What follows belongs to an exercise in optimizing a design on an open flow for small area, a short achievable clock period and few clock cycles per item; a production flow would make more cautious choices. Only simulation tests tie the RTL to the original design; equivalence was not proved. No driver is modelled on the clock port, so clocking that relies on it looks cheaper here than on a real chip.

==> inputs of build 54 <==
==> flow/design.v (excerpt) <==
module aesDecryptTop
(
    input  logic   clk,
    input  logic   rstN,
    input  logic   inValid,
    input  logic [128-1:0]  cipherText,
    input  logic [1408-1:0] expandedKey,
    output logic   outValid,
    output logic [128-1:0]  plainText
);
export LEC_CHECK = 0
export CAP_MARGIN = 20
export CORE_AREA = 4 4 446 446
export DIE_AREA = 0 0 450 450
export SLEW_MARGIN = 20
create_clock -name core_clock -period 21.0 [get_ports {clk}]
standard.sh (not shown) runs the stock make flow with config.mk's settings and CLKGATE_MAP_FILE= SYNTH_SCRIPT=/design/flow/synth_recipe.tcl, a recipe that flattens the netlist after the stock synthesis.
==> flow/flow/run.sh <==
#!/bin/bash
# The standard layout (standard.sh), with:
#  - synthesis by synth_recipe.tcl, but ABC mapping with an area-oriented script
#    (abc -script replaced; flip-flops are mapped before ABC, so unchanged);
#  - buf_1 port buffers, pins one track apart;
#  - timing repair aiming below the 21 ns period (SETUP_SLACK_MARGIN);
#  - a clock tree of clkbuf_4/clkbuf_8 without dummy loads.
set -uo pipefail
W=$PWD
MARGIN=${MARGIN:-15.5}
cp flow/map.abc $W/map.abc
cat > $W/my_synth.tcl <<EOT
proc abc {args} {
  set i [lsearch -exact \$args -script]
  if {\$i >= 0} { lset args [expr {\$i+1}] $W/map.abc }
  yosys abc {*}\$args
}
source $W/synth_recipe.tcl
EOT
bash standard.sh \
    SYNTH_SCRIPT=$W/my_synth.tcl \
    BUFFER_PORTS_ARGS="-buffer_cell sky130_fd_sc_hd__buf_1" \
    PLACE_PINS_ARGS="-min_distance 1 -min_distance_in_tracks" \
    SETUP_SLACK_MARGIN=$MARGIN \
    CTS_ARGS="-sink_clustering_enable -repair_clock_nets -dont_use_dummy_load -buf_list {sky130_fd_sc_hd__clkbuf_4 sky130_fd_sc_hd__clkbuf_8}" \
    finish > standard_flow.log 2>&1
==> flow/flow/map.abc <==
&get -n; &st; &dch; &nf -R 1000; &put
==> build 53 (differences from build 54) <==
--- a/flow/flow/run.sh
+++ b/flow/flow/run.sh
@@ -4,10 +4,13 @@
 #    (abc -script replaced; flip-flops are mapped before ABC, so unchanged);
 #  - buf_1 port buffers, pins one track apart;
 #  - timing repair aiming below the 21 ns period (SETUP_SLACK_MARGIN);
-#  - a clock tree of clkbuf_4/clkbuf_8 without dummy loads.
+#  - a clock tree of small clock buffers without dummy loads.
 set -uo pipefail
 W=$PWD
-MARGIN=${MARGIN:-15.5}
+MARGIN="15.0"
+CTSBUF="sky130_fd_sc_hd__clkbuf_4 sky130_fd_sc_hd__clkbuf_8"
+CTSEXTRA=""
+EXTRA=""
 cp flow/map.abc $W/map.abc
 cat > $W/my_synth.tcl <<EOT
 proc abc {args} {
@@ -22,5 +25,6 @@
     BUFFER_PORTS_ARGS="-buffer_cell sky130_fd_sc_hd__buf_1" \
     PLACE_PINS_ARGS="-min_distance 1 -min_distance_in_tracks" \
     SETUP_SLACK_MARGIN=$MARGIN \
-    CTS_ARGS="-sink_clustering_enable -repair_clock_nets -dont_use_dummy_load -buf_list {sky130_fd_sc_hd__clkbuf_4 sky130_fd_sc_hd__clkbuf_8}" \
+    CTS_ARGS="-sink_clustering_enable -repair_clock_nets -dont_use_dummy_load -buf_list {$CTSBUF} $CTSEXTRA" \
+    $EXTRA \
     finish > standard_flow.log 2>&1
==> notes.md <==
non-clk buf share = 13.9%
post-CTS setup buffers = 210
routed length on met3 = 19.3 mm
# resized after CTS = 992
nets@finish = 10967
outcome = timing/DRC/antenna clean
-- figures above: build 54

==> notes.md <==
non-clk buf share = 9.20%
Fail Reasons = antenna violations
Netlist Area Pre-Place = 0.0680 mm²
post-CTS setup buffers = 31
routed length on met3 = 17.4 mm
outcome = finished with violations
antenna viol nets, final = 1
# resized after CTS = 580
-- figures above: build 53

Testbench counts of build 54, summed over its fixed seeds: cycles 5,640, items 512.
Testbench counts of build 53, summed over its fixed seeds: cycles 5,640, items 512.

---

==> v17 <==
aesDecryptTop, a different RTL version from the one above (not shown whole).
// aesDecryptTop
module aesDecryptTop
(
    input  logic   clk,
    input  logic   rstN,
    input  logic   inValid,
    input  logic [128-1:0]  cipherText,
    input  logic [1408-1:0] expandedKey,
    output logic   outValid,
    output logic [128-1:0]  plainText
);
    logic     busy;
    logic     busyN;
    logic     stateFlip;
    logic [128-1:0]    roundKey;
    logic [128-1:0]    roundState;
    logic [128-1:0]    nextState;
    aesDecryptCtrl aesDecryptCtrl_i
    (
        .clk        (clk),
        .rstN       (rstN),
        .inValid    (inValid),
        .cipherText (cipherText),
        .whitenKey  ({expandedKey[32*40 +: 32], expandedKey[32*41 +: 32],
                      expandedKey[32*42 +: 32], expandedKey[32*43 +: 32]}),
        .nextState  (nextState),
        .busy       (busy),
        .busyN      (busyN),
        .roundState (roundState),
        .stateFlip  (stateFlip),
        .outValid   (outValid)
    );
    roundKeyStore roundKeyStore_i
    (
        .clk         (clk),
        .busy        (busy),
        .busyN       (busyN),
        .expandedKey (expandedKey),
        .roundKey    (roundKey)
    );
    invRoundDatapath invRoundDatapath_i
    (
        .roundState (roundState),
        .roundKey   (roundKey),
        .stateFlip  (stateFlip),
        .nextState  (nextState)
    );
    assign plainText = roundState;
endmodule
clock: 21.0 ns
lec_check: 0
cap_margin: 20
core_area: 4 4 376 376
die_area: 0 0 380 380
slew_margin: 20
==> flow/flow/run.sh <==
#!/bin/bash
# The standard layout (standard.sh), with:
#  - synthesis by synth_recipe.tcl, but ABC mapping with an area-oriented script
#    (abc -script replaced; flip-flops are mapped before ABC, so unchanged);
#  - buf_1 port buffers, pins one track apart;
#  - timing repair aiming below the 21 ns period (SETUP_SLACK_MARGIN);
#  - a clock tree of clkbuf_16 without dummy loads;
#  - if the routed layout has antenna violations, placement and routing are
#    redone once or twice with a slightly different placement density.
# Each run of standard.sh logs to standard_flow_N.log; ORFS keeps each step's
# log under orfs/logs/.
set -uo pipefail
W=$PWD
MARGIN="15.3"
CTSBUF="sky130_fd_sc_hd__clkbuf_16"
CTSEXTRA="-sink_clustering_size 20 -sink_clustering_max_diameter 100"
DENSITY="0.60"
EXTRA=""
cp flow/map.abc $W/map.abc
cat > $W/my_synth.tcl <<EOT
proc abc {args} {
  set i [lsearch -exact \$args -script]
  if {\$i >= 0} { lset args [expr {\$i+1}] $W/map.abc }
  yosys abc {*}\$args
}
source $W/synth_recipe.tcl
EOT
run_flow() {
  bash standard.sh \
    SYNTH_SCRIPT=$W/my_synth.tcl \
    BUFFER_PORTS_ARGS="-buffer_cell sky130_fd_sc_hd__buf_1" \
    PLACE_PINS_ARGS="-min_distance 1 -min_distance_in_tracks" \
    SETUP_SLACK_MARGIN=$MARGIN \
    CTS_ARGS="-sink_clustering_enable -repair_clock_nets -dont_use_dummy_load -buf_list {$CTSBUF} $CTSEXTRA" \
    $EXTRA "$@"
}
antennas() {
  local odb=$W/orfs/results/sky130hd/aesDecryptTop/base/6_final.odb
  [[ -f $odb ]] || { echo 1; return; }
  printf 'read_db %s\nputs "ANTENNAS [check_antennas]"\n' "$odb" > $W/antennas.tcl
  openroad -no_init -exit $W/antennas.tcl > $W/antennas_check.log 2>&1
  grep -o 'ANTENNAS [0-9]*' $W/antennas_check.log | awk '{print $2}' | tail -1
}
run_flow PLACE_DENSITY=$DENSITY finish > standard_flow_0.log 2>&1
for try in 1 2; do
  n=$(antennas)
  echo "antenna check after try $((try-1)): ${n:-unknown}" >> flow_retries.log
  [[ "$n" == "0" ]] && break
  bash standard.sh clean_place clean_cts clean_route clean_finish > standard_clean_$try.log 2>&1
  d=$(python3 -c "print(f'{$DENSITY + 0.01*$try:.2f}')")
  run_flow PLACE_DENSITY=$d finish > standard_flow_$try.log 2>&1
done
Scripts as last shown in full above: flow/flow/map.abc
==> v34: changes against v17 <==
--- a/flow/flow/run.sh
+++ b/flow/flow/run.sh
@@ -7,2 +7,4 @@
 #  - a clock tree of clkbuf_16 without dummy loads;
+#  - the state flip-flops and output buffers one size up before the clock
+#    tree (flow/pre_cts.tcl);
 #  - if the routed layout has antenna violations, placement and routing are
@@ -33,2 +35,3 @@
     SETUP_SLACK_MARGIN=$MARGIN \
+    PRE_CTS_TCL=$W/flow/pre_cts.tcl \
     CTS_ARGS="-sink_clustering_enable -repair_clock_nets -dont_use_dummy_load -buf_list {$CTSBUF} $CTSEXTRA" \
==> flow/flow/map.abc (replaced) <==
&get -n; &st; &dch; &nf -R 20; &put
==> flow/flow/pre_cts.tcl (new file) <==
# the state register drives the plainText outputs: give its flip-flops and
# the output port buffers one size up before the clock tree is built.
set n 0
foreach inst [[ord::get_db_block] getInsts] {
  set nm [$inst getName]
  set m [[$inst getMaster] getName]
  if {[string match "*roundState*" $nm] && $m eq "sky130_fd_sc_hd__dfxtp_1"} {
    replace_cell [get_cells $nm] sky130_fd_sc_hd__dfxtp_2
    incr n
  }
}
puts "resized $n state flip-flops"
set n 0
foreach bt [[ord::get_db_block] getBTerms] {
  if {![string match "plainText*" [$bt getName]]} { continue }
  foreach it [[$bt getNet] getITerms] {
    set inst [$it getInst]
    if {[[$inst getMaster] getName] eq "sky130_fd_sc_hd__buf_1"} {
      replace_cell [get_cells [$inst getName]] sky130_fd_sc_hd__buf_2
      incr n
    }
  }
}
puts "resized $n output buffers"
==> v32: changes against v17 <==
==> flow/flow/map.abc (replaced) <==
&get -n; &st; &dch; &nf -R 20; &put
==> comparison <==
Register-to-register slack is about the same in v32 and v34.
The lowest cell area belongs to v17, the highest to v34.
Against v34, the cell count of v17 is larger by 1.2%.
Synthesized area is the same in v34 and v32.
Against v34, the maximum frequency of v17 is lower by about 0.5%.
Testbench counts of v17, summed over its fixed seeds: cycles 5,640, items 512.
Testbench counts of v34, summed over its fixed seeds: cycles 5,640, items 512.
Testbench counts of v32, summed over its fixed seeds: cycles 5,640, items 512.

what the ideal ports hide:
The results above use ideal ports. As a check the final layouts listed here were re-extracted and re-timed, cells and wires unchanged.
Step 1 assumes that a clkbuf_16 drives the clock port and a buf_2 every other input.
Step 2 moves the port delays by t, midway between the first and last clock arrival at a register: inputs arrive t later, outputs are due t later. That takes back most of the time a late clock gives input paths.
Three values: ideal, step 1, step 2; two values: the first two.
run | shift t [ns] | setup WS [ns] | hold WS [ns]
build 54 | 1.033 | 15.236 / 15.150 / 14.545 | 0.351 / 0.351 / 0.351
build 53 | 1.034 | 15.040 / 14.947 / 14.548 | 0.341 / 0.341 / 0.341
v17 | 0.777 | 15.283 / 15.219 / 14.560 | 0.378 / 0.378 / 0.378
v34 | 0.769 | 15.312 / 15.227 / 14.672 | 0.373 / 0.373 / 0.373
v32 | 0.766 | 15.262 / 15.176 / 14.703 | 0.375 / 0.375 / 0.375
For v17, which loses most, drivers alone change the setup slack by -0.064 ns; drivers and shift together by -0.723 ns.
